What follows belongs to an exercise in optimizing a design on an open flow for small area; a production flow would make more cautious choices.
RTL that was checked went through simulation tests only; none was proved equivalent to the original.
No functional check of the RTL was part of runs 2 to 4.
No activity file was given, so power comes from the tool's default toggle rates.

File: config.mk
export PLATFORM = sky130hd
export DESIGN_NAME = tiler_top
export DESIGN_NICKNAME = tiler_top
export VERILOG_FILES = /design/flow/design.v
export SDC_FILE = /design/flow/constraint.sdc
export NUM_CORES = 4
export LEC_CHECK = 0
export CAP_MARGIN = 20
export CORE_MARGIN = 2
export CORE_UTILIZATION = 40
export SLEW_MARGIN = 20
File: flow/run.sh
#!/bin/bash
# The standard layout, with the smallest buffer on the ports, the constant
# outputs left on the synthesis tie cells, and a small clock tree.
set -euo pipefail
export BUFFER_PORTS_ARGS="-buffer_cell sky130_fd_sc_hd__buf_1"
export SKIP_REPAIR_TIE_FANOUT=1
export CTS_ARGS="-sink_clustering_enable -repair_clock_nets -dont_use_dummy_load -buf_list sky130_fd_sc_hd__clkbuf_8 -root_buf sky130_fd_sc_hd__clkbuf_8 -sink_clustering_size 40 -sink_clustering_max_diameter 300 -sink_clustering_buffer sky130_fd_sc_hd__clkbuf_16"
bash standard.sh > standard_flow.log 2>&1
File: standard.sh
#!/bin/bash
# synth_recipe.tcl (not shown) runs the flow's synth.tcl, then flattens the netlist and writes it again
# the make line also repeats each setting of config.mk as NAME=value (left out here)
make -C /OpenROAD-flow-scripts/flow DESIGN_CONFIG=/design/flow/config.mk WORK_HOME=/design/flow/orfs CLKGATE_MAP_FILE= SYNTH_SCRIPT=/design/flow/synth_recipe.tcl "${@:-finish}"
File: constraint.sdc
create_clock -name core_clock -period 10.0 [get_ports {clk_int}]
set_input_delay 2.0000 -clock core_clock [delete_from_list [all_inputs] [get_ports {clk_int}]]
set_output_delay 2.0000 -clock core_clock [all_outputs]
set_load 0.01 [all_outputs]
File: design.v
package tiler_pkg;
  localparam ARRAY_WIDTH = 12;
endpackage
`timescale 1ns/100ps
module tiler_top (
  input  logic                      clk_int,
  input  logic                      rst_ni,
  input  logic                      clear_i,
  input  logic                      start_i,
  input  logic [53:0]               cfg_i,
  output logic                      ready_o,
  output logic                      valid_o,
  output logic [363:0]              result_o
);
  function automatic logic ge_const(input logic [12:0] x, input logic [12:0] k);
    ge_const = 1'b1;
    for (int i = 0; i < 13; i++) begin
      ge_const = k[i] ? (x[i] & ge_const) : (x[i] | ge_const);
    end
  endfunction
  logic       busy_q, valid_q, last;
  logic [5:0] t_q;
  logic       load, ph1, ph2, ph_xw;
  assign load  = start_i & ~busy_q;
  assign ph1   = busy_q & (t_q < 6'd15);
  assign ph2   = busy_q & (t_q >= 6'd15) & (t_q < 6'd28);
  assign ph_xw = busy_q & (t_q >= 6'd28);
  assign last  = busy_q & (t_q == 6'd52);
  always_ff @(posedge clk_int or negedge rst_ni) begin
    if (!rst_ni) begin
      busy_q  <= 1'b0;
      valid_q <= 1'b0;
    end else if (clear_i) begin
      busy_q  <= 1'b0;
      valid_q <= 1'b0;
    end else begin
      valid_q <= last;
      if (load)      busy_q <= 1'b1;
      else if (last) busy_q <= 1'b0;
    end
  end
  always_ff @(posedge clk_int) begin
    t_q <= busy_q ? t_q + 6'd1 : 6'd0;
  end
  logic [15:0] n_q, k_q;
  logic [1:0]  m_lo_q;
  logic [2:0]  op_q;
  logic [1:0]  fmt_q;
  always_ff @(posedge clk_int) begin
    if (load) begin
      n_q    <= cfg_i[21:6];
      k_q    <= cfg_i[37:22];
      m_lo_q <= cfg_i[39:38];
      op_q   <= cfg_i[5:3];
      fmt_q  <= {cfg_i[2] | cfg_i[1], cfg_i[2] | cfg_i[0]};
    end
  end
  logic [14:0] u_q;
  logic [1:0]  r3_q;
  logic        u_lsb, m_lo_nz;
  logic        e_bit, s1_bit, cy1_q;
  logic        r_bit, y_bit, bw_q, a_bit, a_prev_q, cy2_q;
  logic [1:0]  r3_add;
  assign u_lsb   = u_q[0];
  assign m_lo_nz = |m_lo_q;
  assign e_bit  = (t_q == 6'd0) ? m_lo_nz : (t_q == 6'd1);
  assign s1_bit = u_lsb ^ e_bit ^ cy1_q;
  assign r3_add = ~s1_bit ? r3_q :
                  (t_q[0] ? ((r3_q == 2'd0) ? 2'd2 : r3_q - 2'd1)
                          : ((r3_q == 2'd2) ? 2'd0 : r3_q + 2'd1));
  assign r_bit = ((t_q == 6'd15) & r3_q[0]) | ((t_q == 6'd16) & r3_q[1]);
  assign y_bit = u_lsb ^ r_bit ^ bw_q;
  assign a_bit = y_bit ^ a_prev_q ^ cy2_q;
  always_ff @(posedge clk_int) begin
    if (load) begin
      u_q  <= {1'b0, cfg_i[53:40]};
      r3_q <= 2'd0;
    end else begin
      u_q <= {ph1 ? s1_bit : (ph2 ? a_bit : u_lsb), u_q[14:1]};
      if (ph1) r3_q <= r3_add;
    end
    cy1_q    <= ph1 & ((u_lsb & e_bit) | (cy1_q & (u_lsb | e_bit)));
    bw_q     <= ph2 & ((~u_lsb & (r_bit | bw_q)) | (r_bit & bw_q));
    a_prev_q <= ph2 & a_bit;
    cy2_q    <= ph2 & ((a_bit & a_prev_q) | (cy2_q & (a_bit | a_prev_q)));
  end
  logic [12:0] a_iter, b_iter, c_iter;
  logic [13:0] d_iter;
  logic [3:0]  m_mod;
  logic        n_lo_nz;
  for (genvar m = 0; m < 13; m++) begin : g_a
    assign a_iter[m] = u_q[(m + 7) % 15];
  end
  assign n_lo_nz = |n_q[1:0];
  tiler_rca #(.W(13)) u_rca_b (.a({1'b0, k_q[15:4]}), .b(13'd0), .ci(|k_q[3:0]), .s(b_iter), .co());
  tiler_rca #(.W(13)) u_rca_c (.a({1'b0, n_q[15:4]}), .b(13'd0), .ci(|n_q[3:0]), .s(c_iter), .co());
  tiler_rca #(.W(14)) u_rca_d (.a(n_q[15:2]), .b(14'd0), .ci(n_lo_nz), .s(d_iter), .co());
  assign m_mod   = {(m_lo_q == 2'd0) ? ((r3_q == 2'd2) ? 2'd0 : r3_q + 2'd1) : r3_q, m_lo_q};
  logic [17:0] n3, k3;
  tiler_rca #(.W(18)) u_rca_n3 (.a({2'b0, n_q}), .b({1'b0, n_q, 1'b0}), .ci(1'b0), .s(n3), .co());
  tiler_rca #(.W(18)) u_rca_k3 (.a({2'b0, k_q}), .b({1'b0, k_q, 1'b0}), .ci(1'b0), .s(k3), .co());
  logic [2:0] slots;
  assign slots = {1'b0, n_q[3:2]} + {2'b0, n_lo_nz};
  logic [24:0] p_q;
  logic        abit;
  logic [12:0] p_sum;
  assign abit = ph2 & a_bit;
  tiler_rca #(.W(13)) u_rca_p (.a({1'b0, p_q[24:13]}), .b(b_iter & {13{abit}}),
                               .ci(1'b0), .s(p_sum), .co());
  always_ff @(posedge clk_int) begin
    p_q <= {p_sum[12] | (ph_xw & p_q[0]), p_sum[11:0], p_q[12:1]};
  end
  logic        pbit;
  logic [37:0] x_q;
  logic [38:0] w_q;
  logic [13:0] x_sum;
  logic [14:0] w_sum;
  assign pbit = ph_xw & p_q[0];
  tiler_rca #(.W(14)) u_rca_x (.a({1'b0, x_q[37:25]}), .b({1'b0, c_iter & {13{pbit}}}),
                               .ci(1'b0), .s(x_sum), .co());
  tiler_rca #(.W(15)) u_rca_w (.a({1'b0, w_q[38:25]}), .b({1'b0, d_iter & {14{pbit}}}),
                               .ci(1'b0), .s(w_sum), .co());
  always_ff @(posedge clk_int) begin
    x_q <= {x_sum, x_q[24:1]};
    w_q <= {w_sum, w_q[24:1]};
  end
  logic [26:0] p3;
  logic        c3;
  assign c3 = p_q[12] ? ge_const(p_q[12:0], 13'd5462) : ge_const(p_q[12:0], 13'd2731);
  tiler_rca #(.W(13)) u_rca_p3l (.a(p_q[12:0]), .b({p_q[11:0], 1'b0}),
                                 .ci(1'b0), .s(p3[12:0]), .co());
  tiler_rca #(.W(14)) u_rca_p3h (.a({2'b0, p_q[24:13]}), .b({1'b0, p_q[24:12]}),
                                 .ci(c3), .s(p3[26:13]), .co());
  logic [4:0] s1_op;
  logic [2:0] s1_rnd, s2_rnd, cfmt;
  always_comb begin
    case (op_q[2:1])
      2'd0:    s1_op = 5'd0;
      2'd1:    s1_op = 5'd2;
      2'd2:    s1_op = 5'd3;
      default: s1_op = 5'd7;
    endcase
  end
  assign s1_rnd = {2'b0, op_q[2] & op_q[1]};
  assign s2_rnd = {2'b0, ~op_q[0] & (op_q[2] ^ op_q[1])};
  assign cfmt   = {fmt_q[1], ~fmt_q[1], fmt_q[0]};
  assign result_o = {
    3'd0, a_iter,                  
    3'd0, c_iter,                  
    d_iter, 2'd0,                  
    3'd0, b_iter,                  
    4'd0, m_mod,                   
    4'd0, n_q[3:0],                
    6'd0, n_q[1:0],                
    4'd0, k_q[3:0],                
    3'd0, slots, 2'd0,             
    15'd0, n_q, 1'b0,              
    11'd0, n3, 3'd0,               
    15'd0, k_q, 1'b0,              
    11'd0, k3, 3'd0,               
    s1_op,                         
    5'd7,                          
    s1_rnd,                        
    s2_rnd,                        
    cfmt,                          
    op_q != 3'd0,                  
    p_q[15:0],                     
    x_q[31:0],                     
    w_q[29:0], 2'd0,               
    3'd0, p3, 2'd0                 
  };
  assign ready_o = ~busy_q;
  assign valid_o = valid_q;
endmodule
module tiler_rca #(
  parameter int W = 8
) (
  input  logic [W-1:0] a,
  input  logic [W-1:0] b,
  input  logic         ci,
  output logic [W-1:0] s,
  output logic         co
);
  logic [W:0] c;
  assign c[0] = ci;
  for (genvar i = 0; i < W; i++) begin : g_bit
    assign {c[i+1], s[i]} = {1'b0, a[i]} + {1'b0, b[i]} + {1'b0, c[i]};
  end
  assign co = c[W];
endmodule
==> results.yml, run 1 <==
floorplan:
  dieHeight_um: 152
  rows: 54
  start_util_pct: 40.4
  die_w_um: 152
  dieArea_mm2: 0.0230
  core_area_mm2: 0.0216
  io_pins: 424
sta:
  relSlewSlack_pct: 47.5
  hold_violations: 0
  slew_violations: 0
  setup_violations: 0
  min_period_ns: 8.88
  setup_tns_ns: 0
  worst_slew_pin_slew_ns: 0.787
  fin_skew_ns: 0.0435
  rsz0062_at_grt: "false"
  hold_ws_ns: 0.322
  timing.fmax_mhz: 113
  period_share_pct: 88.8
  setup_ws_ns: 1.12
clocking:
  clock-sinks: 170
  cts_tree: "yes"
  numCtsBuffers: 17
  clk_pin_slew_ns: 0.11
  post_cts_buffers: 0
  cts_resized: 0
  clockBufferDepth: 2
  clkLatencyLatePin_ns: 0.45
  htree_levels: 4
  cts_root_buffer: "clkbuf_8"
  cts_hold_buffers: 0
routing:
  wl_um: 18800
  wire_per_inst_um: 16.9
  vias_per_cell: 4.41
  drc: 0
  drt_first_pass_iters: 4
  via_count: 4896
  drt_iter0_drc: 167
  ant_nets: 0
global_routing:
  grt_remaining_overflow: 0
  first_global_vias: 5113
  grt_pass1_wl_um: 28200
  antenna_found_initial: 1
  grt_util_all_layers_pct: 16.4
  grt_max_degree: 110
cells_and_area:
  layout_common_cells: "buf_1, dfxtp_1, fa_1, ha_1, inv_1"
  fin_nets: 1035
  final_common_cell: "buf_1"
  drive_above_1_share_pct: 4.95
  finalNonFillerCells: 1110
  area_delta_synth_final_pct: 4.96
  fillers: 2161
worst_setup_path:
  crit_top_cell: "fa_1"
  slowest_delay_ns: 0.46
  rrSetupSlack_ns: 2.42
  crit_type: "flip-flop to output pin"
  crit_fanout: 5
  crit_path_start_kind: "flip-flop"
  crit_chain: "ha_1 > inv_1 > fa_1 > inv_1 > fa_1 > fa_1 > fa_1 > fa_1 > fa_1 > fa_1 > fa_1 > fa_1 > fa_1 > fa_1 > fa_1 > fa_1 > fa_1 > ha_1 > buf_1"
  critPathSlowestCell: "edfxtp_1"
  cp_num_buf_inv: 3
  worst_ep_arrival_time_ns: 6.88
  end_kind: "output pin"
  cp_top_family: "adder cells"
  crit_required_ns: 8.00
placement:
  gp_congestion: 0.814
  hpwl_um: 14900
  dpl.cell_count: 1092
  io_buffers: 311
  pre_cts_ws_ns: 1.49
min_path:
  hold_path.class: "flip-flop to flip-flop"
synth:
  ys_types: 45
  syn_area_mm2: 0.00873
  ys_async_sr_fraction_pct: 1.18
  synth_warnings: 1
  syn_nets: 884
  synth_seq_cells: 170
  synth_edf_count: 39
  syn_area_per_cell_um2: 12.8
  ys.flop_type: "dfxtp_1"
  seq_area_frac_synth_pct: 43.6
  syn_inst: 680
pwr:
  p_per_area_mw_per_mm2: 144
  p_leak_uw: 0.00387
  ir_worst_vdd_v: 0.0000818
flow_run:
  drv_cap: 0
status:
  outcome: "no timing/DRC/antenna violations"
==> cells in the mapped netlist, types with 2 or more instances <==
cell	instances	area, um2
buf_4	173	1300
dfxtp_1	129	2580
fa_1	88	1760
ha_1	58	726
inv_1	47	176
edfxtp_1	39	1170
and2_1	38	238
mux2_2	14	158
nor2_1	14	52.6
nand2_1	12	45.0
a21oi_1	6	30.0
o21ai_0	6	30.0
buf_2	4	20.0
nor2b_1	4	25.0
xnor2_1	4	35.0
a211oi_1	3	22.5
a31oi_1	3	18.8
or2_2	3	18.8
xor2_1	3	26.3
a311oi_1	2	17.5
clkbuf_2	2	10.0
conb_1	2	7.51
dfrtp_1	2	50.1
nand3_1	2	10.0
or3_1	2	12.5
==> path summary, 6_finish.rpt <==
path,startpoint,to,cells past startpoint
worst min register to register,x_q[15],x_q[14],0
worst min-delay path,x_q[15],x_q[14],0
max in group asynchronous,rst_ni,busy_q,1
min in group asynchronous,rst_ni,valid_q,1
worst max register to register,t_q[0],p_q[24],24
worst max-delay path,k_q[0],result_o[151],19
==> stage by stage <==
stage | utilization [%] | instance area [um2] | power (uW)
after floorplan | - | 8730 | 940
after CTS | 42.3 | 9160 | 1340
after detailed placement | 41.3 | 8920 | 967
final | 42.4 | 9160 | 1320
after global placement | 41.3 | 8920 | 966
after global routing | 42.3 | 9160 | 1400
==> state kept, by name, summed over array words and instances, names as in the netlist, 2 cells and up <==
signal,cells
r3_q,2
t_q,6
n_q,16
w_q,39
fmt_q,2
p_q,25
u_q,15
k_q,16
x_q,38
op_q,3
m_lo_q,2
==> cell families after synthesis <==
kind of cell    Yosys count  synth area share (%)
other cells               2                0.0861
xor+xnor                  8                 0.975
fa+ha+maj               146                  28.5
simple gates             84                  5.42
mux                      15                  1.92
compound gates           27                  2.08
buf+inv                 228                  17.4
flops                   170                  43.6
==> routing by layer <==
layer	global-route usage, %	wire length [um]	vias to the layer above
li1	-	-	2283
met1	20.6	7570	2393
met2	27.4	9540	206
met3	5.09	1510	14
met4	4.44	183	0
met5	0	0	-
==> final cells by class <==
| type | count | area, um2 | share of cell area [%] |
|---|---|---|---|
| Tap cell | 280 | 350 | 3.83 |
| Timing Repair Buffer | 313 | 1180 | 12.9 |
| Inverter | 47 | 176 | 1.93 |
| Sequential cell | 170 | 3800 | 41.5 |
| Antenna cell | 1 | 2.50 | 0.0273 |
| Multi-Input combinational cell | 282 | 3410 | 37.2 |
| Clock buffer | 17 | 234 | 2.55 |
==> power breakdown <==
part	switching [uW]	internal [uW]	total (uW)
Sequential	25.2	727	752
Clock	218	151	369
Combinational	128	69.7	197
==> run 2: changes to the inputs <==
--- a/design.v
+++ b/design.v
@@ -18,14 +18,32 @@
       ge_const = k[i] ? (x[i] & ge_const) : (x[i] | ge_const);
     end
   endfunction
+  function automatic logic ge6(input logic [5:0] x, input logic [5:0] k);
+    ge6 = 1'b1;
+    for (int i = 0; i < 6; i++) begin
+      ge6 = k[i] ? (x[i] & ge6) : (x[i] | ge6);
+    end
+  endfunction
+  function automatic logic [1:0] inc3(input logic [1:0] r);
+    inc3 = {r[0], ~r[1] & ~r[0]};
+  endfunction
+  function automatic logic [1:0] dec3(input logic [1:0] r);
+    dec3 = {~r[1] & ~r[0], r[1]};
+  endfunction
   logic       busy_q, valid_q, last;
   logic [5:0] t_q;
-  logic       load, ph1, ph2, ph_xw;
-  assign load  = start_i & ~busy_q;
-  assign ph1   = busy_q & (t_q < 6'd15);
-  assign ph2   = busy_q & (t_q >= 6'd15) & (t_q < 6'd28);
-  assign ph_xw = busy_q & (t_q >= 6'd28);
-  assign last  = busy_q & (t_q == 6'd52);
+  logic       load, ph1, ph2, ph_xw, ph_acc, ph_rot;
+  assign load   = start_i & ~busy_q;
+  logic ge15, ge28, ge53;
+  assign ge15   = ge6(t_q, 6'd15);
+  assign ge28   = ge6(t_q, 6'd28);
+  assign ge53   = ge6(t_q, 6'd53);
+  assign ph1    = busy_q & ~ge15;
+  assign ph2    = busy_q & ge15 & ~ge28;
+  assign ph_xw  = busy_q & ge28;
+  assign ph_acc = ph_xw & ~ge53;
+  assign ph_rot = ph_xw & ge53;
+  assign last   = busy_q & (t_q == 6'd57);
   always_ff @(posedge clk_int or negedge rst_ni) begin
     if (!rst_ni) begin
       busy_q  <= 1'b0;
@@ -65,9 +83,7 @@
   assign m_lo_nz = |m_lo_q;
   assign e_bit  = (t_q == 6'd0) ? m_lo_nz : (t_q == 6'd1);
   assign s1_bit = u_lsb ^ e_bit ^ cy1_q;
-  assign r3_add = ~s1_bit ? r3_q :
-                  (t_q[0] ? ((r3_q == 2'd0) ? 2'd2 : r3_q - 2'd1)
-                          : ((r3_q == 2'd2) ? 2'd0 : r3_q + 2'd1));
+  assign r3_add = ~s1_bit ? r3_q : (t_q[0] ? dec3(r3_q) : inc3(r3_q));
   assign r_bit = ((t_q == 6'd15) & r3_q[0]) | ((t_q == 6'd16) & r3_q[1]);
   assign y_bit = u_lsb ^ r_bit ^ bw_q;
   assign a_bit = y_bit ^ a_prev_q ^ cy2_q;
@@ -88,14 +104,13 @@
   logic [13:0] d_iter;
   logic [3:0]  m_mod;
   logic        n_lo_nz;
-  for (genvar m = 0; m < 13; m++) begin : g_a
-    assign a_iter[m] = u_q[(m + 7) % 15];
-  end
+  assign a_iter = u_q[14:2];
   assign n_lo_nz = |n_q[1:0];
   tiler_rca #(.W(13)) u_rca_b (.a({1'b0, k_q[15:4]}), .b(13'd0), .ci(|k_q[3:0]), .s(b_iter), .co());
   tiler_rca #(.W(13)) u_rca_c (.a({1'b0, n_q[15:4]}), .b(13'd0), .ci(|n_q[3:0]), .s(c_iter), .co());
-  tiler_rca #(.W(14)) u_rca_d (.a(n_q[15:2]), .b(14'd0), .ci(n_lo_nz), .s(d_iter), .co());
-  assign m_mod   = {(m_lo_q == 2'd0) ? ((r3_q == 2'd2) ? 2'd0 : r3_q + 2'd1) : r3_q, m_lo_q};
+  logic d_wrap;
+  tiler_rca #(.W(14)) u_rca_d (.a(n_q[15:2]), .b(14'd0), .ci(n_lo_nz), .s(d_iter), .co(d_wrap));
+  assign m_mod   = {m_lo_nz ? r3_q : inc3(r3_q), m_lo_q};
   logic [17:0] n3, k3;
   tiler_rca #(.W(18)) u_rca_n3 (.a({2'b0, n_q}), .b({1'b0, n_q, 1'b0}), .ci(1'b0), .s(n3), .co());
   tiler_rca #(.W(18)) u_rca_k3 (.a({2'b0, k_q}), .b({1'b0, k_q, 1'b0}), .ci(1'b0), .s(k3), .co());
@@ -112,24 +127,42 @@
   end
   logic        pbit;
   logic [37:0] x_q;
-  logic [38:0] w_q;
   logic [13:0] x_sum;
-  logic [14:0] w_sum;
-  assign pbit = ph_xw & p_q[0];
+  assign pbit = ph_acc & p_q[0];
   tiler_rca #(.W(14)) u_rca_x (.a({1'b0, x_q[37:25]}), .b({1'b0, c_iter & {13{pbit}}}),
                                .ci(1'b0), .s(x_sum), .co());
-  tiler_rca #(.W(15)) u_rca_w (.a({1'b0, w_q[38:25]}), .b({1'b0, d_iter & {14{pbit}}}),
-                               .ci(1'b0), .s(w_sum), .co());
-  always_ff @(posedge clk_int) begin
-    x_q <= {x_sum, x_q[24:1]};
-    w_q <= {w_sum, w_q[24:1]};
+  always_ff @(posedge clk_int) begin
+    x_q <= {x_sum[13] | (ph_rot & x_q[0]), x_sum[12:0], x_q[24:1]};
+  end
+  logic [29:0] w_q;
+  logic        x_d, p_d_q, dc_q, wb_q;
+  logic        d0, d1, dp_bit, dc_next, w_bit;
+  assign x_d     = x_q[23];
+  assign d0      = d_iter[0];
+  assign d1      = d_iter[1] ^ d_iter[0];
+  assign dp_bit  = (d0 & pbit) ^ (d1 & p_d_q) ^ dc_q;
+  assign dc_next = ((d0 & pbit) & (d1 & p_d_q)) | (dc_q & ((d0 & pbit) | (d1 & p_d_q)));
+  assign w_bit   = x_d ^ dp_bit ^ wb_q;
+  always_ff @(posedge clk_int) begin
+    p_d_q <= pbit;
+    dc_q  <= ph_xw & dc_next;
+    wb_q  <= ph_xw & ((~x_d & (dp_bit | wb_q)) | (dp_bit & wb_q));
+    w_q   <= {w_bit & ~d_wrap, w_q[29:1]};
   end
   logic [26:0] p3;
   logic        c3;
-  assign c3 = p_q[12] ? ge_const(p_q[12:0], 13'd5462) : ge_const(p_q[12:0], 13'd2731);
-  tiler_rca #(.W(13)) u_rca_p3l (.a(p_q[12:0]), .b({p_q[11:0], 1'b0}),
+  logic [24:0] p_v;
+  logic [31:0] x_v;
+  for (genvar i = 0; i < 25; i++) begin : g_pv
+    assign p_v[i] = p_q[(i + 20) % 25];
+  end
+  for (genvar i = 0; i < 32; i++) begin : g_xv
+    assign x_v[i] = x_q[(i + 33) % 38];
+  end
+  assign c3 = p_v[12] ? ge_const(p_v[12:0], 13'd5462) : ge_const(p_v[12:0], 13'd2731);
+  tiler_rca #(.W(13)) u_rca_p3l (.a(p_v[12:0]), .b({p_v[11:0], 1'b0}),
                                  .ci(1'b0), .s(p3[12:0]), .co());
-  tiler_rca #(.W(14)) u_rca_p3h (.a({2'b0, p_q[24:13]}), .b({1'b0, p_q[24:12]}),
+  tiler_rca #(.W(14)) u_rca_p3h (.a({2'b0, p_v[24:13]}), .b({1'b0, p_v[24:12]}),
                                  .ci(c3), .s(p3[26:13]), .co());
   logic [4:0] s1_op;
   logic [2:0] s1_rnd, s2_rnd, cfmt;
@@ -164,9 +197,9 @@
     s2_rnd,                        
     cfmt,                          
     op_q != 3'd0,                  
-    p_q[15:0],                     
-    x_q[31:0],                     
-    w_q[29:0], 2'd0,               
+    p_v[15:0],                     
+    x_v,                           
+    w_q, 2'd0,                     
     3'd0, p3, 2'd0                 
   };
   assign ready_o = ~busy_q;
==> run 2 against run 1 <==
Compared with the run above:
- fmax fell by 0.32%
- still clean
- clock power fell by 4%
- critical endpoint is now result_o[215]
- largest power group unchanged
- combinational power fell by 4%
- sequential power fell by 3.3%
- critical path depth did not move
- sequential share of layout area rose by 0.68 points
- via count fell by 4.6%
- wire length fell by 9.8%
- setup slack got worse by 0.029 ns
- total power fell by 3.5%
==> results.yml, run 2 <==
global_routing:
  antenna_found_initial: 0
  grt_remaining_overflow: 0
  first_global_vias: 4745
  grt_pass1_wl_um: 26000
  grt_util_all_layers_pct: 15.5
  grt_max_degree: 110
synth:
  yosysTopAreaCellShare_pct: 29.8
  ys_async_sr_fraction_pct: 1.22
  ys_types: 43
  seq_area_frac_synth_pct: 44.5
  synth_edf_count: 39
  synth_warnings: 1
  yosys.area.top_type: "dfxtp_1"
  syn_nets: 838
  post-synth-top-count-cell: "buf_4"
  synth_area_leaders: "dfxtp_1, fa_1, buf_4"
  syn_area_mm2: 0.00828
  syn_area_per_cell_um2: 12.8
  synth_seq_cells: 164
  synthTopCellsByCount: "buf_4, dfxtp_1, fa_1"
  syn_inst: 647
  ys.flop_type: "dfxtp_1"
worst_setup_path:
  rr_endpoint: "p_q[24]"
  crit_type: "flip-flop to output pin"
  rrSetupSlack_ns: 2.10
  worst_ep_arrival_time_ns: 6.91
  crit_path_start_kind: "flip-flop"
  crit_chain: "ha_1 > inv_1 > fa_1 > inv_1 > fa_1 > fa_1 > fa_1 > fa_1 > fa_1 > fa_1 > fa_1 > fa_1 > fa_1 > fa_1 > fa_1 > fa_1 > fa_1 > ha_1 > buf_1"
  rr_worst_depth: 23
  critPathSlowestCell: "edfxtp_1"
  crit_required_ns: 8.00
  crit_fanout: 6
  crit_top_cell: "fa_1"
  slowest_delay_ns: 0.47
  end_kind: "output pin"
  reg2reg_from: "t_q[0]"
cells_and_area:
  largest_reg_flops: 38
  fillers: 1970
  seqCellArea_mm2: 0.00368
  top_regs: "x_q: 38 flops, w_q: 30 flops, p_q: 25 flops"
  fin_nets: 993
  diodes: 0
  final_area_mm2: 0.00873
  multi_input_area_mm2: 0.00313
  fin_util_pct: 43.0
  final_common_cell: "buf_1"
  layout_common_cells: "buf_1, dfxtp_1, fa_1, ha_1, inv_1"
  regMostFlops: "x_q"
  area_delta_synth_final_pct: 5.43
  drive_above_1_share_pct: 5.38
floorplan:
  core_area_mm2: 0.0203
  start_util_pct: 40.8
  die_w_um: 148
  dieArea_mm2: 0.0219
  dieHeight_um: 148
  io_pins: 424
  rows: 52
clocking:
  clk_pin_slew_ns: 0.09
  cts_hold_buffers: 0
  clkLatencyLatePin_ns: 0.44
  cts_tree: "yes"
  post_cts_buffers: 0
  clockBufferDepth: 2
  htree_levels: 4
  cts_resized: 0
  numCtsBuffers: 17
  clock-sinks: 164
  cts_root_buffer: "clkbuf_8"
flow_run:
  drv_cap: 0
routing:
  ant_nets: 0
  drc: 0
  wl_um: 17000
  drt_iter0_drc: 147
  vias_per_cell: 4.37
  drt_first_pass_iters: 4
  wire_per_inst_um: 15.9
  via_count: 4673
placement:
  dpl-instance-area_mm2: 0.00849
  io_buffers: 311
  gp_congestion: 0.818
  pre_cts_ws_ns: 1.48
  hpwl_um: 13800
pwr:
  p_comb_share_pct: 14.9
  p_int_uw: 923
  p_leak_uw: 0.00362
  power_frac_seq_pct: 57.2
  p_per_area_mw_per_mm2: 146
  ir_worst_vdd_v: 0.0000876
  p_total_uw: 1270
  swShare_pct: 27.4
  switchingPower_uw: 349
  pwr-share-clk_pct: 28.0
sta:
  fin_skew_ns: 0.0379
  worst_slew_pin_slew_ns: 0.837
  setup_violations: 0
  relSlewSlack_pct: 44.1
  min_period_ns: 8.91
  setup_ws_ns: 1.09
  setup_tns_ns: 0
  slew_violations: 0
  timing.fmax_mhz: 112
  rsz0062_at_grt: "false"
  hold_violations: 0
  period_share_pct: 89.1
min_path:
  hold_path.class: "flip-flop to flip-flop"
  min_from: "x_q[12]"
  min_path_cells: 0
  whs_endpoint: "x_q[11]"
status:
  outcome: "no timing/DRC/antenna violations"
run 2: changes by cell type in the layout (fill, tap and decap cells not counted), sizes merged, moves of 3 or more:
| cell | delta |
|---|---|
| and2 | -14 |
| o21ai | -5 |
| inv | -3 |
| dfxtp | -6 |
| fa | -11 |
| o211ai | +3 |
| a31oi | -3 |
| mux2 | +3 |
run 2: worst max-delay path by stage:
| stage | startpoint | endpoint | slack (ns) | depth (start not counted) |
|---|---|---|---|---|
| after floorplan | n_q[0] | result_o[215] | 1.83 | 18 |
| after global routing | n_q[0] | result_o[215] | 0.76 | 19 |
| after global placement | k_q[0] | result_o[151] | 1.61 | 19 |
| after detailed placement | n_q[0] | result_o[215] | 1.48 | 19 |
| final | n_q[0] | result_o[215] | 1.09 | 19 |
| after CTS | n_q[0] | result_o[215] | 1.02 | 19 |
run 2: cell type report:
class                   instances  share of cell area (%)
repair buffers                312                    13.5
multi-input cells             263                    35.9
well taps                     270                    3.87
flip-flops and latches        164                    42.2
inverters                      44                    1.89
clock buffers                  17                    2.68
run 2: power groups by stage:
stage | logic (uW) | registers (uW) | clock network (uW)
finish | 189 | 727 | 356
global route | 211 | 732 | 404
CTS | 192 | 728 | 376
detailed placement | 191 | 743 | 0
global placement | 190 | 742 | 0
floorplan | 177 | 740 | 0
run 2: cell families (layout without fill, tap and decap cells):
logic type,count (synthesis),in the layout,share of synthesized area [%]
buf+inv,220,373,17.8
xor+xnor,7,7,0.907
other cells,2,2,0.0907
compound gates,23,23,2.10
flops,164,164,44.5
mux,18,18,2.43
fa+ha+maj,133,133,27.1
simple gates,80,80,5.11
run 2: metrics by stage:
stage | hold WS [ns] | cells
4_1_cts | 0.327 | 1070
6_report | 0.320 | 1070
5_1_grt | 0.331 | 1070
2_1_floorplan | 0.351 | 647
3_3_place_gp | 0.333 | 1053
3_5_place_dp | 0.335 | 1053
run 2: worst max-delay path: cells and delay by family, from the launching register on:
family	cells	cell delay, ns
adders and majority gates	16	5.76
buffers and inverters	3	0.26
DFF	1	0.47
run 2: metal layers:
layer  share of wire [%]  track usage (%)  wire length [um]
met1                  40             19.2              6820
met2                  52             26.5              8810
met3                 6.2             4.63              1050
met4                 1.7             4.48               289
met5                   0                0                 0
==> run 3: changes to the inputs <==
==> flow/run.sh (replaced) <==
#!/bin/bash
# The standard layout, with the smallest buffer on the ports, the constant
# outputs on a few shared tie cells (flow/tie_groups.tcl), and a small
# clock tree.
set -euo pipefail
export BUFFER_PORTS_ARGS="-buffer_cell sky130_fd_sc_hd__buf_1"
export SKIP_REPAIR_TIE_FANOUT=1
export POST_FLOORPLAN_TCL="$PWD/flow/tie_groups.tcl"
export CTS_ARGS="-sink_clustering_enable -repair_clock_nets -dont_use_dummy_load -buf_list sky130_fd_sc_hd__clkbuf_8 -root_buf sky130_fd_sc_hd__clkbuf_8 -sink_clustering_size 40 -sink_clustering_max_diameter 300 -sink_clustering_buffer sky130_fd_sc_hd__clkbuf_16"
bash standard.sh > standard_flow.log 2>&1
==> flow/tie_groups.tcl (new file) <==
# Constant outputs: split the synthesis tie nets (one tie cell for all the
# constant-0 outputs and one for the constant-1 ones) into groups of a few
# ports, each driven by a tie cell of its own, so that no tie net has to run
# round the whole die. Run at the end of floorplan, before pin placement.
set tie_group_size 8
# Synthesis puts a buffer between a tie cell and each port it drives; drop
# those first so the tie nets reach the ports.
remove_buffers
set tie_block [ord::get_db_block]
set tie_master [[ord::get_db] findMaster sky130_fd_sc_hd__conb_1]
set tie_count 0
foreach tie_inst [$tie_block getInsts] {
  if { [[$tie_inst getMaster] getName] != "sky130_fd_sc_hd__conb_1" } {
    continue
  }
  foreach tie_pin {LO HI} {
    set tie_net [[$tie_inst findITerm $tie_pin] getNet]
    if { $tie_net == "NULL" || $tie_net == "" } {
      continue
    }
    set names {}
    foreach bt [$tie_net getBTerms] {
      lappend names [$bt getName]
    }
    set names [lsort -dictionary $names]
    set n [llength $names]
    for { set g $tie_group_size } { $g < $n } { incr g $tie_group_size } {
      set new_inst [odb::dbInst_create $tie_block $tie_master tie_group_$tie_count]
      set new_net [odb::dbNet_create $tie_block tie_group_net_$tie_count]
      [$new_inst findITerm $tie_pin] connect $new_net
      foreach name [lrange $names $g [expr { $g + $tie_group_size - 1 }]] {
        set bt [$tie_block findBTerm $name]
        $bt disconnect
        $bt connect $new_net
      }
      incr tie_count
    }
  }
}
puts "tie groups: $tie_count tie cells added, at most $tie_group_size ports each"
==> run 3 against run 2 <==
Compared with the run above:
- still clean on timing, DRC and antenna
- register-to-register slack got worse by 0.07 ns
- cell count rose by 1.2%
- die area unchanged
- clock-buffer cell count stayed put
- synthesized cell count did not move
- design area rose by 0.56%
- setup slack worse by 0.017 ns
- sequential cell count did not move
- total power rose by 0.85%
- non-clock buffer count unchanged
- critical path type unchanged
==> results.yml, run 3 <==
status:
  outcome: "no timing/DRC/antenna violations"
cells_and_area:
  fin_nets: 1006
  finalNonFillerCells: 1083
  drive_above_1_share_pct: 5.29
  regMostFlops: "x_q"
  largest_reg_flops: 38
  layout_common_cells: "buf_1, dfxtp_1, fa_1, ha_1, inv_1"
  fin_util_pct: 43.2
  diodes: 0
  fillers: 1985
  top_regs: "x_q: 38 flops, w_q: 30 flops, p_q: 25 flops"
  final_common_cell: "buf_1"
  area_delta_synth_final_pct: 6.02
synth:
  synth_warnings: 1
  yosys.area.top_type: "dfxtp_1"
  syn_inst: 647
  ys_async_sr_fraction_pct: 1.22
  ys.flop_type: "dfxtp_1"
  seq_area_frac_synth_pct: 44.5
  syn_area_mm2: 0.00828
  ys_types: 43
  synthTopCellsByCount: "buf_4, dfxtp_1, fa_1"
  yosysTopAreaCellShare_pct: 29.8
  post-synth-top-count-cell: "buf_4"
  syn_nets: 838
  synth_area_leaders: "dfxtp_1, fa_1, buf_4"
  synth_seq_cells: 164
  syn_area_per_cell_um2: 12.8
  synth_edf_count: 39
worst_setup_path:
  reg2reg_from: "t_q[0]"
  worst_ep_arrival_time_ns: 6.92
  crit_fanout: 5
  cp_num_buf_inv: 3
  rrSetupSlack_ns: 2.03
  slowest_delay_ns: 0.45
  rr_endpoint: "p_q[24]"
  critPathSlowestCell: "edfxtp_1"
  crit_chain: "ha_1 > inv_1 > fa_1 > inv_1 > fa_1 > fa_1 > fa_1 > fa_1 > fa_1 > fa_1 > fa_1 > fa_1 > fa_1 > fa_1 > fa_1 > fa_1 > fa_1 > ha_1 > buf_1"
  crit_required_ns: 8.00
  rr_worst_depth: 23
  crit_type: "flip-flop to output pin"
  crit_path_start_kind: "flip-flop"
  end_kind: "output pin"
  cp_top_family: "adder cells"
  crit_top_cell: "fa_1"
routing:
  drc: 0
  via_count: 4772
  drt_iter0_drc: 127
  ant_nets: 0
  vias_per_cell: 4.41
  wl_um: 18700
  drt_first_pass_iters: 4
  wire_per_inst_um: 17.2
clocking:
  cts_tree: "yes"
  numCtsBuffers: 17
  post_cts_buffers: 0
  clk_pin_slew_ns: 0.09
  cts_resized: 0
  clock-sinks: 164
  clockBufferDepth: 2
  htree_levels: 4
  cts_hold_buffers: 0
  cts_root_buffer: "clkbuf_8"
  clkLatencyLatePin_ns: 0.44
pwr:
  ir_worst_vdd_v: 0.0000968
  p_per_area_mw_per_mm2: 146
  p_leak_uw: 0.00366
floorplan:
  dieHeight_um: 148
  core_area_mm2: 0.0203
  die_w_um: 148
  io_pins: 424
  start_util_pct: 40.8
  dieArea_mm2: 0.0219
  rows: 52
min_path:
  min_path_cells: 0
  whs_endpoint: "w_q[26]"
  min_from: "w_q[27]"
  hold_path.class: "flip-flop to flip-flop"
sta:
  slew_violations: 0
  min_period_ns: 8.92
  rsz0062_at_grt: "false"
  setup_tns_ns: 0
  timing.fmax_mhz: 112
  hold_violations: 0
  period_share_pct: 89.2
  relSlewSlack_pct: 50.0
  setup_violations: 0
  fin_skew_ns: 0.0283
  setup_ws_ns: 1.08
  worst_slew_pin_slew_ns: 0.751
global_routing:
  grt_util_all_layers_pct: 17.0
  first_global_vias: 4935
  grt_remaining_overflow: 0
  grt_pass1_wl_um: 28200
  grt_max_degree: 57
  antenna_found_initial: 0
placement:
  hpwl_um: 15200
  pre_cts_ws_ns: 1.50
  gp_congestion: 0.800
  io_buffers: 311
  dpl.cell_count: 1066
flow_run:
  drv_cap: 0
-- run 3: changes by cell type in the layout (fill, tap and decap cells not counted) --
cell / previous run / this run
conb_1: 2 / 15
-- run 3: how the worst max path moves through the flow --
stage,start,endpoint,slack [ns],cells after the start
6_report,k_q[0],result_o[151],1.08,19
5_1_grt,n_q[0],result_o[215],0.78,19
4_1_cts,n_q[0],result_o[215],0.99,19
3_5_place_dp,k_q[0],result_o[151],1.50,19
3_3_place_gp,k_q[0],result_o[151],1.58,19
2_1_floorplan,n_q[0],result_o[215],1.83,18
-- run 3: per-layer routing --
layer,GRT usage [%],wire [um],vias up
li1,-,-,2218
met3,5.31,1310,15
met5,0,0,-
met4,4.10,216,0
met2,26.7,8970,182
met1,23.2,8160,2357
-- run 3: per-stage QoR --
stage | hold WS (ns) | power (uW) | cell area [um2]
after floorplan | 0.351 | 917 | 8280
after global placement | 0.330 | 935 | 8540
after detailed placement | 0.333 | 937 | 8540
after CTS | 0.325 | 1310 | 8770
after global routing | 0.329 | 1350 | 8770
final | 0.330 | 1280 | 8770
-- run 3: cells by family after synthesis --
family	after synthesis	share of synthesized area [%]
other cells	2	0.0907
fa+ha+maj	133	27.1
flops	164	44.5
mux	18	2.43
xor+xnor	7	0.907
compound gates	23	2.10
buf+inv	220	17.8
simple gates	80	5.11
-- run 3: power by group --
part           total (uW)  internal (uW)  switching (uW)
Sequential            728            703            24.6
Clock                 363            151             212
Combinational         192           68.4             124
Total                1280            922             361
-- run 3: layout make-up --
class	instances	area, um2	area share (%)
sequential	164	3680	42.0
multi-input combinational	276	3180	36.2
timing repair buffer	312	1170	13.4
tap	270	338	3.85
clock buffer	17	234	2.67
inverter	44	165	1.88
==> run 4: changes to the inputs <==
--- a/design.v
+++ b/design.v
@@ -12,12 +12,6 @@
   output logic                      valid_o,
   output logic [363:0]              result_o
 );
-  function automatic logic ge_const(input logic [12:0] x, input logic [12:0] k);
-    ge_const = 1'b1;
-    for (int i = 0; i < 13; i++) begin
-      ge_const = k[i] ? (x[i] & ge_const) : (x[i] | ge_const);
-    end
-  endfunction
   function automatic logic ge6(input logic [5:0] x, input logic [5:0] k);
     ge6 = 1'b1;
     for (int i = 0; i < 6; i++) begin
@@ -34,10 +28,11 @@
   logic [5:0] t_q;
   logic       load, ph1, ph2, ph_xw, ph_acc, ph_rot;
   assign load   = start_i & ~busy_q;
-  logic ge15, ge28, ge53;
+  logic ge15, ge28, ge53, ge55;
   assign ge15   = ge6(t_q, 6'd15);
   assign ge28   = ge6(t_q, 6'd28);
   assign ge53   = ge6(t_q, 6'd53);
+  assign ge55   = ge6(t_q, 6'd55);
   assign ph1    = busy_q & ~ge15;
   assign ph2    = busy_q & ge15 & ~ge28;
   assign ph_xw  = busy_q & ge28;
@@ -117,53 +112,66 @@
   logic [2:0] slots;
   assign slots = {1'b0, n_q[3:2]} + {2'b0, n_lo_nz};
   logic [24:0] p_q;
+  logic        e1_q, e2_q, zc_q, zbit;
   logic        abit;
   logic [12:0] p_sum;
   assign abit = ph2 & a_bit;
   tiler_rca #(.W(13)) u_rca_p (.a({1'b0, p_q[24:13]}), .b(b_iter & {13{abit}}),
                                .ci(1'b0), .s(p_sum), .co());
   always_ff @(posedge clk_int) begin
-    p_q <= {p_sum[12] | (ph_xw & p_q[0]), p_sum[11:0], p_q[12:1]};
+    p_q  <= {p_sum[12] | (ph_xw & e1_q), p_sum[11:0], p_q[12:1]};
+    e1_q <= e2_q;
+    e2_q <= ph_xw & (ge55 ? p_q[0] : zbit);
+    zc_q <= ph_xw & ((p_q[0] & p_d_q) | (zc_q & (p_q[0] | p_d_q)));
   end
   logic        pbit;
   logic [37:0] x_q;
   logic [13:0] x_sum;
   assign pbit = ph_acc & p_q[0];
+  assign zbit = p_q[0] ^ p_d_q ^ zc_q;
   tiler_rca #(.W(14)) u_rca_x (.a({1'b0, x_q[37:25]}), .b({1'b0, c_iter & {13{pbit}}}),
                                .ci(1'b0), .s(x_sum), .co());
   always_ff @(posedge clk_int) begin
     x_q <= {x_sum[13] | (ph_rot & x_q[0]), x_sum[12:0], x_q[24:1]};
   end
   logic [29:0] w_q;
-  logic        x_d, p_d_q, dc_q, wb_q;
-  logic        d0, d1, dp_bit, dc_next, w_bit;
-  assign x_d     = x_q[23];
-  assign d0      = d_iter[0];
-  assign d1      = d_iter[1] ^ d_iter[0];
-  assign dp_bit  = (d0 & pbit) ^ (d1 & p_d_q) ^ dc_q;
-  assign dc_next = ((d0 & pbit) & (d1 & p_d_q)) | (dc_q & ((d0 & pbit) | (d1 & p_d_q)));
-  assign w_bit   = x_d ^ dp_bit ^ wb_q;
+  logic        x_d, p_d_q, wb_q;
+  logic [1:0]  dd;
+  logic        dp_bit, w_bit;
+  assign x_d    = x_q[23];
+  assign dd     = {d_iter[1] ^ d_iter[0], d_iter[0]};
+  always_comb begin
+    case (dd)
+      2'd0:    dp_bit = 1'b0;
+      2'd1:    dp_bit = pbit;
+      2'd2:    dp_bit = p_d_q;
+      default: dp_bit = zbit & ~ge55;
+    endcase
+  end
+  assign w_bit  = x_d ^ dp_bit ^ wb_q;
   always_ff @(posedge clk_int) begin
     p_d_q <= pbit;
-    dc_q  <= ph_xw & dc_next;
     wb_q  <= ph_xw & ((~x_d & (dp_bit | wb_q)) | (dp_bit & wb_q));
     w_q   <= {w_bit & ~d_wrap, w_q[29:1]};
   end
-  logic [26:0] p3;
-  logic        c3;
-  logic [24:0] p_v;
+  logic [26:0] loop_v, p3;
   logic [31:0] x_v;
-  for (genvar i = 0; i < 25; i++) begin : g_pv
-    assign p_v[i] = p_q[(i + 20) % 25];
+  assign loop_v = {e2_q, e1_q, p_q};
+  for (genvar i = 0; i < 27; i++) begin : g_p3
+    assign p3[i] = loop_v[(i + 24) % 27];
   end
   for (genvar i = 0; i < 32; i++) begin : g_xv
     assign x_v[i] = x_q[(i + 33) % 38];
   end
-  assign c3 = p_v[12] ? ge_const(p_v[12:0], 13'd5462) : ge_const(p_v[12:0], 13'd2731);
-  tiler_rca #(.W(13)) u_rca_p3l (.a(p_v[12:0]), .b({p_v[11:0], 1'b0}),
-                                 .ci(1'b0), .s(p3[12:0]), .co());
-  tiler_rca #(.W(14)) u_rca_p3h (.a({2'b0, p_v[24:13]}), .b({1'b0, p_v[24:12]}),
-                                 .ci(c3), .s(p3[26:13]), .co());
+  logic [15:0] p_lo, p_lo_n;
+  logic [16:0] pc;
+  assign pc[0] = 1'b0;
+  for (genvar i = 0; i < 16; i++) begin : g_plo
+    logic prev;
+    assign prev = (i == 0) ? 1'b0 : p_lo[i-1];
+    assign {pc[i+1], p_lo_n[i]} = {1'b0, ~p3[i]} + {1'b0, prev} + {1'b0, pc[i]};
+    assign p_lo[i] = ~p_lo_n[i];
+  end
   logic [4:0] s1_op;
   logic [2:0] s1_rnd, s2_rnd, cfmt;
   always_comb begin
@@ -197,7 +205,7 @@
     s2_rnd,                        
     cfmt,                          
     op_q != 3'd0,                  
-    p_v[15:0],                     
+    p_lo,                          
     x_v,                           
     w_q, 2'd0,                     
     3'd0, p3, 2'd0                 
--- a/flow/tie_groups.tcl
+++ b/flow/tie_groups.tcl
@@ -3,9 +3,6 @@
 # ports, each driven by a tie cell of its own, so that no tie net has to run
 # round the whole die. Run at the end of floorplan, before pin placement.
 set tie_group_size 8
-# Synthesis puts a buffer between a tie cell and each port it drives; drop
-# those first so the tie nets reach the ports.
-remove_buffers
 set tie_block [ord::get_db_block]
 set tie_master [[ord::get_db] findMaster sky130_fd_sc_hd__conb_1]
 set tie_count 0
==> run 4 against run 3 <==
Compared with the run above:
- now fails the layout checks on setup timing
- critical path depth up 28
- die area down 1.3%
- design area up 2.7%
- clock power about the same
- cell count up 3.5%
- fmax down 17%
- sequential share of layout area down 0.62 points
- critical endpoint is now result_o[104]
- largest cell class unchanged
==> results.yml, run 4 <==
pwr:
  p_leak_uw: 0.00380
  p_per_area_mw_per_mm2: 143
  ir_worst_vdd_v: 0.0000802
clocking:
  cts_hold_buffers: 0
  htree_levels: 4
  clockBufferDepth: 2
  clk_pin_slew_ns: 0.10
  cts_root_buffer: "clkbuf_8"
  cts_tree: "yes"
  clock-sinks: 166
  clkLatencyLatePin_ns: 0.45
  numCtsBuffers: 17
floorplan:
  io_pins: 424
  core_area_mm2: 0.0201
  start_util_pct: 40.6
  rows: 52
  dieHeight_um: 147
  dieArea_mm2: 0.0216
  die_w_um: 147
synth:
  syn_inst: 648
  synth_seq_cells: 166
  ys_types: 45
  ys_async_sr_fraction_pct: 1.20
  synth_edf_count: 39
  post-synth-top-count-cell: "buf_4"
  synth_area_leaders: "dfxtp_1, fa_1, buf_4"
  synthTopCellsByCount: "buf_4, dfxtp_1, fa_1"
  syn_area_mm2: 0.00816
  seq_area_frac_synth_pct: 45.6
  syn_nets: 828
  ys.flop_type: "dfxtp_1"
  synth_warnings: 1
  yosysTopAreaCellShare_pct: 30.7
  yosys.area.top_type: "dfxtp_1"
  syn_area_per_cell_um2: 12.6
cells_and_area:
  top_regs: "x_q: 38 flops, w_q: 30 flops, p_q: 25 flops"
  drive_above_1_share_pct: 13.2
  diodes: 0
  largest_reg_flops: 38
  regMostFlops: "x_q"
  layout_common_cells: "buf_1, dfxtp_1, fa_1, ha_1, buf_4"
  area_delta_synth_final_pct: 10.4
  final_common_cell: "buf_1"
  fin_util_pct: 44.8
  final_area_mm2: 0.00901
  fin_nets: 1033
worst_setup_path:
  crit_path_start_kind: "flip-flop"
  critPathSlowestCell: "fa_1"
  crit_top_cell: "buf_4"
  crit_type: "flip-flop to output pin"
  crit_required_ns: 8.00
  rrSetupSlack_ns: 2.63
  crit_fanout: 2
  slowest_delay_ns: 0.53
  rr_worst_depth: 24
  end_kind: "output pin"
  cp_top_family: "buffers and inverters"
  reg2reg_from: "t_q[0]"
  worst_ep_arrival_time_ns: 8.79
  cp_num_buf_inv: 39
  rr_endpoint: "p_q[24]"
sta:
  rsz0062_at_grt: "true"
  setup_violations: 3
  min_period_ns: 10.79
  worst_slew_pin_slew_ns: 0.829
  relSlewSlack_pct: 44.7
  setup_ws_ns: -0.786
  slew_violations: 0
  fin_skew_ns: 0.0340
  timing.fmax_mhz: 92.7
  period_share_pct: 108
  hold_violations: 0
global_routing:
  grt_util_all_layers_pct: 17.3
  grt_remaining_overflow: 0
  grt_pass1_wl_um: 28300
  grt_max_degree: 110
  antenna_found_initial: 0
  first_global_vias: 5052
routing:
  wl_um: 18400
  drt_first_pass_iters: 4
  via_count: 4856
  drt_iter0_drc: 206
  ant_nets: 0
  wire_per_inst_um: 16.4
  vias_per_cell: 4.33
  drc: 0
flow_run:
  drv_cap: 0
status:
  outcome: "complete, but fails checks"
  violations: "setup timing"
placement:
  gp_congestion: 0.799
  dpl-instance-area_mm2: 0.00843
  io_buffers: 311
  hpwl_um: 14200
min_path:
  min_path_cells: 0
  min_from: "x_q[5]"
  hold_path.class: "flip-flop to flip-flop"
  whs_endpoint: "x_q[4]"
[run 4: cell types whose count changed in the layout (fill, tap and decap cells not counted), moves of 4 or more]
cell	change
fa_1	-9
conb_1	-13
buf_4	+51
inv_2	+11
and2_2	+4
nand2_1	-8
inv_1	+7
[run 4: metrics by stage]
step	hold WS, ns	instances	total power, uW	setup WS (ns)	TNS [ns]
final	0.336	1121	1290	-0.786	-1.88
after global routing	0.335	1121	1360	-1.03	-2.73
after CTS	0.334	1116	1310	-0.523	-1.18
after detailed placement	0.334	1061	945	-0.341	-0.363
after global placement	0.332	1061	942	-0.193	-0.193
after floorplan	0.351	648	925	0.00675	0
[run 4: cell type report]
| type | instances | area [um2] |
|---|---|---|
| clock buffer | 17 | 234 |
| fill | 1929 | 11100 |
| inverter | 62 | 233 |
| multi-input combinational | 243 | 2920 |
| sequential | 166 | 3730 |
| tap | 270 | 338 |
| timing repair buffer | 363 | 1560 |
[run 4: per-layer routing]
metal | up-vias | routed length, um | track usage (%)
met5 | - | 0 | 0
met4 | 0 | 376 | 4.66
met3 | 25 | 1100 | 4.97
met2 | 179 | 9740 | 30.9
met1 | 2357 | 7220 | 20.2
li1 | 2295 | - | -
[run 4: repair_timing]
item | in CTS | in global routing
endpoints found under the setup margin | 3 | 4
buffers inserted | 38 | 5
cloned | 0 | 0
resized for setup | 16 | 1
pin swaps | 16 | 0
hold endpoints to repair | 0 | 0
[run 4: cell families (layout without fill, tap and decap cells)]
logic type | Yosys count | in the layout | synth area share (%)
compound gates | 20 | 20 | 2.04
simple gates | 76 | 76 | 5.26
xor+xnor | 6 | 6 | 0.812
flops | 166 | 166 | 45.6
mux | 17 | 17 | 2.33
fa+ha+maj | 122 | 122 | 25.0
other cells | 2 | 2 | 0.0920
buf+inv | 239 | 442 | 18.9
[run 4: where the power goes]
part	internal, uW	total, uW	leakage, uW	switching (uW)
combinational	67.5	188	0.00226	120
sequential	712	740	0.00141	27.2
clock	151	362	0.000122	211
total	930	1290	0.00380	359
[run 4: how the worst max path moves through the flow]
stage | startpoint | to | cells past startpoint
floorplan | e1_q | result_o[111] | 27
global placement | e1_q | result_o[111] | 28
detailed placement | e1_q | result_o[111] | 28
CTS | e1_q | result_o[111] | 28
global route | e1_q | result_o[104] | 47
finish | e1_q | result_o[104] | 47
==> run 5: changes to the inputs <==
--- a/design.v
+++ b/design.v
@@ -28,9 +28,10 @@
   logic [5:0] t_q;
   logic       load, ph1, ph2, ph_xw, ph_acc, ph_rot;
   assign load   = start_i & ~busy_q;
-  logic ge15, ge28, ge53, ge55;
+  logic ge15, ge28, ge44, ge53, ge55;
   assign ge15   = ge6(t_q, 6'd15);
   assign ge28   = ge6(t_q, 6'd28);
+  assign ge44   = ge6(t_q, 6'd44);
   assign ge53   = ge6(t_q, 6'd53);
   assign ge55   = ge6(t_q, 6'd55);
   assign ph1    = busy_q & ~ge15;
@@ -121,7 +122,7 @@
   always_ff @(posedge clk_int) begin
     p_q  <= {p_sum[12] | (ph_xw & e1_q), p_sum[11:0], p_q[12:1]};
     e1_q <= e2_q;
-    e2_q <= ph_xw & (ge55 ? p_q[0] : zbit);
+    e2_q <= ph_xw & ((ge44 & ~ge55) ? zbit : p_q[0]);
     zc_q <= ph_xw & ((p_q[0] & p_d_q) | (zc_q & (p_q[0] | p_d_q)));
   end
   logic        pbit;
@@ -154,24 +155,19 @@
     wb_q  <= ph_xw & ((~x_d & (dp_bit | wb_q)) | (dp_bit & wb_q));
     w_q   <= {w_bit & ~d_wrap, w_q[29:1]};
   end
-  logic [26:0] loop_v, p3;
+  logic [26:0] loop_v, lv;
+  logic [26:0] p3;
   logic [31:0] x_v;
   assign loop_v = {e2_q, e1_q, p_q};
-  for (genvar i = 0; i < 27; i++) begin : g_p3
-    assign p3[i] = loop_v[(i + 24) % 27];
+  for (genvar i = 0; i < 27; i++) begin : g_lv
+    assign lv[i] = loop_v[(i + 24) % 27];
   end
   for (genvar i = 0; i < 32; i++) begin : g_xv
     assign x_v[i] = x_q[(i + 33) % 38];
   end
-  logic [15:0] p_lo, p_lo_n;
-  logic [16:0] pc;
-  assign pc[0] = 1'b0;
-  for (genvar i = 0; i < 16; i++) begin : g_plo
-    logic prev;
-    assign prev = (i == 0) ? 1'b0 : p_lo[i-1];
-    assign {pc[i+1], p_lo_n[i]} = {1'b0, ~p3[i]} + {1'b0, prev} + {1'b0, pc[i]};
-    assign p_lo[i] = ~p_lo_n[i];
-  end
+  tiler_rca #(.W(16)) u_rca_p3l (.a(lv[15:0]), .b({lv[14:0], 1'b0}),
+                                 .ci(1'b0), .s(p3[15:0]), .co());
+  assign p3[26:16] = lv[26:16];
   logic [4:0] s1_op;
   logic [2:0] s1_rnd, s2_rnd, cfmt;
   always_comb begin
@@ -205,7 +201,7 @@
     s2_rnd,                        
     cfmt,                          
     op_q != 3'd0,                  
-    p_lo,                          
+    lv[15:0],                      
     x_v,                           
     w_q, 2'd0,                     
     3'd0, p3, 2'd0                 
--- a/flow/tie_groups.tcl
+++ b/flow/tie_groups.tcl
@@ -3,6 +3,9 @@
 # ports, each driven by a tie cell of its own, so that no tie net has to run
 # round the whole die. Run at the end of floorplan, before pin placement.
 set tie_group_size 8
+# Synthesis puts a buffer between a tie cell and each port it drives; drop
+# those first so the tie nets reach the ports.
+remove_buffers
 set tie_block [ord::get_db_block]
 set tie_master [[ord::get_db] findMaster sky130_fd_sc_hd__conb_1]
 set tie_count 0
==> run 5 against run 4 <==
Compared with the run above:
- the run now finishes clean
- utilization fell by 1.4 points
- sequential share of layout area rose by 1.3 points
- clock-buffer cell count did not move
- sequential power barely moved
- synthesized cell count fell by 3.1%
- wire length rose by 5.2%
- first-iteration DRC count rose by 12%
- critical endpoint is now result_o[215]
- largest cell class unchanged
==> results.yml, run 5 <==
status:
  outcome: "no timing/DRC/antenna violations"
sta:
  hold_violations: 0
  fin_skew_ns: 0.0432
  setup_tns_ns: 0
  setup_violations: 0
  rsz0062_at_grt: "false"
  relSlewSlack_pct: 53.3
  timing.fmax_mhz: 113
  period_share_pct: 88.7
  min_period_ns: 8.87
  slew_violations: 0
  worst_slew_pin_slew_ns: 0.699
cells_and_area:
  layout_common_cells: "buf_1, dfxtp_1, fa_1, ha_1, inv_1"
  area_delta_synth_final_pct: 6.79
  final_common_cell: "buf_1"
  top_regs: "x_q: 38 flops, w_q: 30 flops, p_q: 25 flops"
  fin_util_pct: 43.4
  regMostFlops: "x_q"
  diodes: 0
  drive_above_1_share_pct: 5.47
  finalNonFillerCells: 1075
  fin_nets: 987
  largest_reg_flops: 38
  fillers: 1960
synth:
  seq_area_frac_synth_pct: 45.6
  ys.flop_type: "dfxtp_1"
  syn_area_mm2: 0.00817
  synthTopCellsByCount: "buf_4, dfxtp_1, fa_1"
  syn_nets: 808
  post-synth-top-count-cell: "buf_4"
  syn_inst: 628
  synth_edf_count: 39
  synth_warnings: 1
  ys_types: 57
  synth_seq_cells: 166
  syn_area_per_cell_um2: 13.0
  ys_async_sr_fraction_pct: 1.20
  yosys.area.top_type: "dfxtp_1"
  synth_area_leaders: "dfxtp_1, fa_1, edfxtp_1"
  yosysTopAreaCellShare_pct: 30.6
placement:
  dpl.cell_count: 1058
  hpwl_um: 15700
  gp_congestion: 0.815
  io_buffers: 311
worst_setup_path:
  rr_worst_depth: 23
  reg2reg_from: "t_q[3]"
  crit_path_start_kind: "flip-flop"
  worst_ep_arrival_time_ns: 6.87
  rrSetupSlack_ns: 2.31
  crit_required_ns: 8.00
  startpoint: "n_q[0]"
  crit_type: "flip-flop to output pin"
  end_kind: "output pin"
  crit_fanout: 6
flow_run:
  drv_cap: 0
min_path:
  min_from: "w_q[22]"
  hold_path.class: "flip-flop to flip-flop"
  min_path_cells: 0
routing:
  drc: 0
  wl_um: 19400
  via_count: 4890
  drt_iter0_drc: 231
  wire_per_inst_um: 18.0
  drt_first_pass_iters: 4
  ant_nets: 0
  vias_per_cell: 4.55
pwr:
  p_per_area_mw_per_mm2: 148
  p_total_uw: 1290
  ir_worst_vdd_v: 0.0000811
  p_leak_uw: 0.00360
clocking:
  numCtsBuffers: 17
  cts_root_buffer: "clkbuf_8"
  post_cts_buffers: 0
  clk_pin_slew_ns: 0.07
  cts_tree: "yes"
  htree_levels: 4
  cts_resized: 0
  clkLatencyLatePin_ns: 0.45
  clock-sinks: 166
  cts_hold_buffers: 0
  clockBufferDepth: 2
floorplan:
  io_pins: 424
  dieArea_mm2: 0.0216
  rows: 52
  die_w_um: 147
  dieHeight_um: 147
  start_util_pct: 40.6
  core_area_mm2: 0.0201
global_routing:
  antenna_found_initial: 0
  grt_remaining_overflow: 0
  first_global_vias: 5135
  grt_pass1_wl_um: 29700
  grt_max_degree: 41
  grt_util_all_layers_pct: 18.3
run 5: path summary, 6_finish.rpt:
kind	to
hold reg to reg	w_q[21]
setup reg to reg	p_q[24]
max in group asynchronous	busy_q
hold / removal	w_q[21]
min in group asynchronous	valid_q
setup / recovery	result_o[215]
run 5: area by class of cell:
| type | instances | area, um2 | share of cell area [%] |
|---|---|---|---|
| Sequential cell | 166 | 3720 | 42.7 |
| Multi-Input combinational cell | 268 | 3090 | 35.5 |
| Timing Repair Buffer | 312 | 1170 | 13.5 |
| Tap cell | 270 | 338 | 3.87 |
| Clock buffer | 17 | 234 | 2.68 |
| Inverter | 42 | 158 | 1.81 |
run 5: per-stage QoR:
stage	cell area (um2)	hold WS, ns	setup slack, ns
finish	8720	0.338	1.13
global route	8720	0.351	0.834
CTS	8720	0.340	1.03
detailed placement	8490	0.338	1.52
global placement	8490	0.334	1.60
floorplan	8170	0.351	1.83
run 5: cell families (layout without fill, tap and decap cells):
kind of cell,Yosys count,count (layout),share of synthesized area (%)
and+or+nand+nor,78,78,6.05
other,2,15,0.0920
buffers and inverters,207,371,17.2
DFF,166,166,45.6
AOI/OAI and AO/OA,30,30,2.91
muxes,18,18,2.45
adders and majority gates,122,122,24.9
xor gates and xnor gates,5,5,0.720
run 5: worst max-delay path, cell delays in order, from the launching register on:
cell	delay, ns
edfxtp_1	0.45
ha_1	0.23
inv_1	0.06
fa_1	0.16
inv_1	0.06
fa_1	0.37
fa_1	0.39
fa_1	0.40
fa_1	0.40
fa_1	0.41
fa_1	0.41
fa_1	0.39
fa_1	0.38
fa_1	0.39
fa_1	0.39
fa_1	0.39
fa_1	0.38
fa_1	0.37
ha_1	0.28
buf_1	0.15
run 5: report_power, final:
part           internal [uW]  switching [uW]
Clock                    151             213
Sequential               711            25.5
Combinational           67.9             124
Total                    930             362
run 5: per-layer routing:
metal	GRT usage (%)	part of all wire (%)	vias to the layer above
met1	24.4	42	2375
li1	-	-	2245
met4	4.66	1.4	0
met5	0	0	-
met3	5.68	8.6	17
met2	29.1	48	253

what the ideal ports hide:
How much do the figures lean on ideal ports? The routed layouts below were timed once more, with nothing changed but the port constraints. Step 1 (the two cells are an assumption about what drives the block):
set clk [get_ports {clk_int}]
set_driving_cell -lib_cell sky130_fd_sc_hd__clkbuf_16 $clk
set_driving_cell -lib_cell sky130_fd_sc_hd__buf_2 [delete_from_list [all_inputs] $clk]
Step 2 adds t to the input delays and takes it off the output delays; t is the mean of the earliest and latest rising clock arrival at the registers after step 1. Input paths then give back, and output paths get back, about the clock's delay inside the block. Slacks: ideal ports / drivers / drivers and shift; pairs: ideal ports / drivers.
| run | t, ns | slack for setup (ns) | worst hold slack (ns) | worst setup path at the end | clock arrival spread, ns |
|---|---|---|---|---|---|
| run 1 | 0.466 | 1.121 / 1.080 / 1.546 | 0.322 / 0.322 / 0.322 | register to output | 0.045 / 0.045 |
| run 2 | 0.461 | 1.092 / 1.050 / 1.511 | 0.320 / 0.320 / 0.320 | register to output | 0.041 / 0.040 |
| run 3 | 0.455 | 1.075 / 1.043 / 1.497 | 0.330 / 0.330 / 0.330 | register to output | 0.035 / 0.035 |
| run 4 | 0.466 | -0.786 / -0.820 / -0.354 | 0.336 / 0.336 / 0.336 | register to output | 0.036 / 0.036 |
| run 5 | 0.462 | 1.129 / 1.090 / 1.552 | 0.338 / 0.338 / 0.338 | register to output | 0.044 / 0.044 |
